From an optimization exercise on the open Yosys and OpenROAD flow, aimed at small area; shortcuts taken in it are not production practice.
In this exercise RTL edits were held to simulation tests only and were not proved equivalent to the original.
Power and IR drop assume default switching activity.

==> flow/design.v <==
package ctrl_types_pkg;
  localparam int KV_CMD_IDX_W = 16;
  typedef enum logic [0:0] {
    KV_IDLE  = 1'b0,
    KV_FLUSH = 1'b1
  } kv_mem_state_e;
  typedef struct packed {
    logic                    sel;    
    logic                    wr;     
    logic                    del;    
    logic [KV_CMD_IDX_W-1:0] idx;    
  } kv_mem_cmd_t;
endpackage
module kv_prio_onehot #(
  parameter int WIDTH = 16
) (
  input  logic [WIDTH-1:0] req_in,
  output logic [WIDTH-1:0] gnt_out
);
  logic [WIDTH-1:0] below;
  always_comb begin
    below[0] = 1'b0;
    for (int i = 1; i < WIDTH; i++) begin
      below[i] = below[i-1] | req_in[i-1];
    end
  end
  assign gnt_out = req_in & ~below;
endmodule
module kv_read_mux #(
  parameter int N = 16,
  parameter int W = 64
) (
  input  logic [N-1:0]        sel_in,
  input  logic [N-1:0][W-1:0] data_in,
  output logic [W-1:0]        data_out
);
  always_comb begin
    data_out = '0;
    for (int i = 0; i < N; i++) begin
      data_out = data_out | (data_in[i] & {W{sel_in[i]}});
    end
  end
endmodule
module kv_key_match #(
  parameter int N = 16,
  parameter int W = 32
) (
  input  logic [W-1:0]        key_in,
  input  logic [N-1:0]        valid_in,
  input  logic [N-1:0][W-1:0] keys_in,
  output logic [N-1:0]        match_out
);
  always_comb begin
    for (int i = 0; i < N; i++) begin
      match_out[i] = valid_in[i] && (keys_in[i] == key_in);
    end
  end
endmodule
module kv_cell_next #(
  parameter int N = 16,
  parameter int W = 96
) (
  input  logic [N-1:0]        wr_in,
  input  logic [N-1:0]        hold_in,
  input  logic [W-1:0]        din_in,
  input  logic [N-1:0][W-1:0] q_in,
  output logic [N-1:0][W-1:0] d_out
);
  always_comb begin
    for (int i = 0; i < N; i++) begin
      d_out[i] = (din_in & {W{wr_in[i]}}) | (q_in[i] & {W{hold_in[i]}});
    end
  end
endmodule
module kv_mem_block #(
  parameter int NUM_ENTRIES = 16,
  parameter int KEY_WIDTH   = 32,
  parameter int VALUE_WIDTH = 64
) (
  input  logic                               clk,
  input  logic                               rst_n,
  input  logic [KEY_WIDTH-1:0]               key_in,
  input  logic [VALUE_WIDTH-1:0]             value_in,
  input  logic                               select_in,
  input  logic                               write_in,
  input  logic                               delete_in,
  input  logic [NUM_ENTRIES-1:0]             idx_in,
  input  logic                               flush_in,
  output logic                               hit,
  output logic [NUM_ENTRIES-1:0]             hit_idx,
  output logic [VALUE_WIDTH-1:0]             value_out,
  output logic                               free_valid,
  output logic [NUM_ENTRIES-1:0]             free_idx,
  output logic [$clog2(NUM_ENTRIES+1)-1:0]   count,
  output logic                               busy,
  output logic                               err,
  output ctrl_types_pkg::kv_mem_state_e      dbg_state
);
  localparam int N  = NUM_ENTRIES;
  localparam int CW = $clog2(NUM_ENTRIES + 1);
  localparam int PW = $clog2(NUM_ENTRIES);
  localparam int SW = KEY_WIDTH + VALUE_WIDTH;    
  logic                         busy_q;
  logic [PW-1:0]                ptr_q;
  logic [N-1:0]                 valid_q;
  logic [N-1:0][SW-1:0]         cell_q, cell_d;
  logic [N-1:0][KEY_WIDTH-1:0]  key_q;
  logic [N-1:0][VALUE_WIDTH-1:0] val_q;
  logic [CW-1:0]                count_q;
  logic                         err_q;
  for (genvar i = 0; i < N; i++) begin : g_cell
    assign key_q[i] = cell_q[i][SW-1:VALUE_WIDTH];
    assign val_q[i] = cell_q[i][VALUE_WIDTH-1:0];
  end
  logic [N-1:0] match, key_hit_idx, free_vec, idx_low, idx_valid, acc_idx;
  logic         key_hit, idx_ok, any_free, idx_hit;
  kv_key_match #(.N(N), .W(KEY_WIDTH)) u_match (
    .key_in    (key_in),
    .valid_in  (valid_q),
    .keys_in   (key_q),
    .match_out (match)
  );
  kv_prio_onehot #(.WIDTH(N)) u_hit_sel (
    .req_in  (match),
    .gnt_out (key_hit_idx)
  );
  kv_prio_onehot #(.WIDTH(N)) u_free_sel (
    .req_in  (~valid_q),
    .gnt_out (free_vec)
  );
  kv_prio_onehot #(.WIDTH(N)) u_idx_low (
    .req_in  (idx_in),
    .gnt_out (idx_low)
  );
  assign key_hit   = |match;
  assign any_free  = ~&valid_q;
  assign idx_ok    = (|idx_in) && (idx_low == idx_in);
  assign idx_valid = idx_in & valid_q;
  assign idx_hit   = |idx_valid;
  always_comb begin
    acc_idx = '0;
    if (!busy_q) begin
      if (select_in) acc_idx = idx_ok ? idx_valid : '0;
      else           acc_idx = key_hit_idx;
    end
  end
  kv_read_mux #(.N(N), .W(VALUE_WIDTH)) u_read (
    .sel_in   (acc_idx),
    .data_in  (val_q),
    .data_out (value_out)
  );
  assign hit        = |acc_idx;
  assign hit_idx    = acc_idx;
  assign free_idx   = free_vec;
  assign free_valid = any_free;
  assign count      = count_q;
  assign busy       = busy_q;
  assign dbg_state  = busy_q ? ctrl_types_pkg::KV_FLUSH : ctrl_types_pkg::KV_IDLE;
  logic         idle_cmd, do_del, wr_req, do_idx_wr, do_key_wr;
  logic [N-1:0] wr_vec, hold_vec, clr_vec;
  logic         cnt_inc, cnt_dec;
  assign idle_cmd  = !busy_q && !flush_in;
  assign do_del    = idle_cmd && delete_in && idx_ok;
  assign wr_req    = idle_cmd && write_in && !delete_in;
  assign do_idx_wr = wr_req && select_in && idx_ok;
  assign do_key_wr = wr_req && !select_in;
  always_comb begin
    wr_vec = '0;
    if (do_idx_wr)      wr_vec = idx_in;
    else if (do_key_wr) wr_vec = key_hit ? key_hit_idx : free_vec;
  end
  always_comb begin
    clr_vec = '0;
    if (do_del) clr_vec = idx_in;
    if (busy_q) clr_vec = N'(1) << ptr_q;
  end
  assign cnt_inc = (do_idx_wr && !idx_hit) || (do_key_wr && !key_hit && any_free);
  assign cnt_dec = (do_del && idx_hit) || (busy_q && valid_q[ptr_q]);
  assign hold_vec = ~wr_vec;
  kv_cell_next #(.N(N), .W(SW)) u_next (
    .wr_in   (wr_vec),
    .hold_in (hold_vec),
    .din_in  ({key_in, value_in}),
    .q_in    (cell_q),
    .d_out   (cell_d)
  );
  always_ff @(posedge clk) begin
    cell_q <= cell_d;
  end
  always_ff @(posedge clk or negedge rst_n) begin
    if (!rst_n) begin
      valid_q <= '0;
      count_q <= '0;
    end else begin
      valid_q <= (valid_q | wr_vec) & ~clr_vec;
      if (cnt_inc)      count_q <= count_q + CW'(1);
      else if (cnt_dec) count_q <= count_q - CW'(1);
    end
  end
  always_ff @(posedge clk or negedge rst_n) begin
    if (!rst_n) begin
      busy_q <= 1'b0;
    end else if (busy_q) begin
      busy_q <= (ptr_q != PW'(N - 1));
    end else begin
      busy_q <= flush_in;
    end
  end
  always_ff @(posedge clk) begin
    ptr_q <= busy_q ? ptr_q + PW'(1) : '0;
  end
  logic illegal;
  assign illegal = idle_cmd && (
                     (delete_in && !idx_ok) ||
                     (delete_in && write_in) ||
                     (wr_req && select_in && !idx_ok) ||
                     (do_key_wr && !key_hit && !any_free));
  always_ff @(posedge clk or negedge rst_n) begin
    if (!rst_n) begin
      err_q <= 1'b0;
    end else if (!busy_q && flush_in) begin
      err_q <= 1'b0;
    end else if (illegal) begin
      err_q <= 1'b1;
    end
  end
  assign err = err_q;
endmodule
export LEC_CHECK = 0
export CAP_MARGIN = 20
export CORE_MARGIN = 2
export CORE_UTILIZATION = 60
export PLACE_DENSITY = 0.7
export SETUP_SLACK_MARGIN = 0.2
export SLEW_MARGIN = 20
export SYNTH_HIERARCHICAL = 1
create_clock -name core_clock -period 14.0 [get_ports {clk}]
standard.sh (not shown) runs the stock make flow with config.mk's settings and CLKGATE_MAP_FILE= SYNTH_SCRIPT=/design/flow/synth_recipe.tcl, a recipe that flattens the netlist after the stock synthesis.
==> flow/flow/run.sh <==
#!/bin/bash
# Standard ORFS layout with two changes: port buffers use the smallest
# buffer cell (the resizer still upsizes any that need it), and clock tree
# synthesis uses larger sink clusters without dummy loads.
set -euo pipefail
export BUFFER_PORTS_ARGS="-buffer_cell sky130_fd_sc_hd__buf_1"
export CTS_ARGS="-sink_clustering_enable -repair_clock_nets -sink_clustering_size 25 -sink_clustering_max_diameter 60 -dont_use_dummy_load"
bash standard.sh > standard_flow.log 2>&1
Edit:
--- a/flow/design.v
+++ b/flow/design.v
@@ -24,23 +24,46 @@
       below[i] = below[i-1] | req_in[i-1];
     end
   end
   assign gnt_out = req_in & ~below;
 endmodule
+module kv_aoi222 (
+  input  logic a0, b0, a1, b1, a2, b2,
+  output logic y_n
+);
+  assign y_n = ~((a0 & b0) | (a1 & b1) | (a2 & b2));
+endmodule
 module kv_read_mux #(
   parameter int N = 16,
   parameter int W = 64
 ) (
   input  logic [N-1:0]        sel_in,
   input  logic [N-1:0][W-1:0] data_in,
   output logic [W-1:0]        data_out
 );
-  always_comb begin
-    data_out = '0;
-    for (int i = 0; i < N; i++) begin
-      data_out = data_out | (data_in[i] & {W{sel_in[i]}});
-    end
+  localparam int NG = N / 3;    
+  for (genvar j = 0; j < W; j++) begin : g_bit
+    logic [NG-1:0] grp_n;
+    logic [N-1:0]  tail;
+    logic          rest;
+    for (genvar g = 0; g < NG; g++) begin : g_grp
+      kv_aoi222 u_aoi (
+        .a0 (sel_in[3*g]),   .b0 (data_in[3*g][j]),
+        .a1 (sel_in[3*g+1]), .b1 (data_in[3*g+1][j]),
+        .a2 (sel_in[3*g+2]), .b2 (data_in[3*g+2][j]),
+        .y_n(grp_n[g])
+      );
+    end
+    for (genvar i = 0; i < N; i++) begin : g_tail
+      if (i >= 3 * NG) begin : g_use
+        assign tail[i] = sel_in[i] & data_in[i][j];
+      end else begin : g_skip
+        assign tail[i] = 1'b0;
+      end
+    end
+    assign rest = |tail;
+    assign data_out[j] = ~(&grp_n) | rest;
   end
 endmodule
 module kv_key_match #(
   parameter int N = 16,
   parameter int W = 32
Die area is lower by 2.2%.
Global-route usage is lower by 0.15 points.
Area after synthesis is lower by 2.2%.
Clock skew is higher by 0.0032 ns.
Power stays flat.
Fmax stays flat.
Wire length is lower by 1.6%.
Via count is lower by 1.1%.

[static timing again, ports no longer ideal]
In the flow no input, the clock included, has a driving cell. The finished layouts below were timed again as built, in two steps.
Step 1 (the two cells are an assumption about what drives the block):
set clk [get_ports {clk}]
set_driving_cell -lib_cell sky130_fd_sc_hd__clkbuf_16 $clk
set_driving_cell -lib_cell sky130_fd_sc_hd__buf_2 [delete_from_list [all_inputs] $clk]
Step 2 moves the port delays by t, midway between the first and last clock arrival at a register: inputs arrive t later, outputs are due t later. That takes back most of the time a late clock gives input paths.
a / b / c = no drivers / after step 1 / after step 2; a / b = the first two.
| run | t (ns) | setup slack, ns | clock arrival spread, ns | pins driven straight from the clock port |
|---|---|---|---|---|
| the first run | 0.768 | 3.210 / 3.168 / 3.168 | 0.083 / 0.083 | 1 |
| the second run | 0.774 | 3.226 / 3.206 / 3.206 | 0.086 / 0.087 | 1 |
After both steps every run listed still meets setup and hold. The setup slack of the first run, which loses most, moves by -0.042 ns with the drivers and by -0.042 ns with both steps.
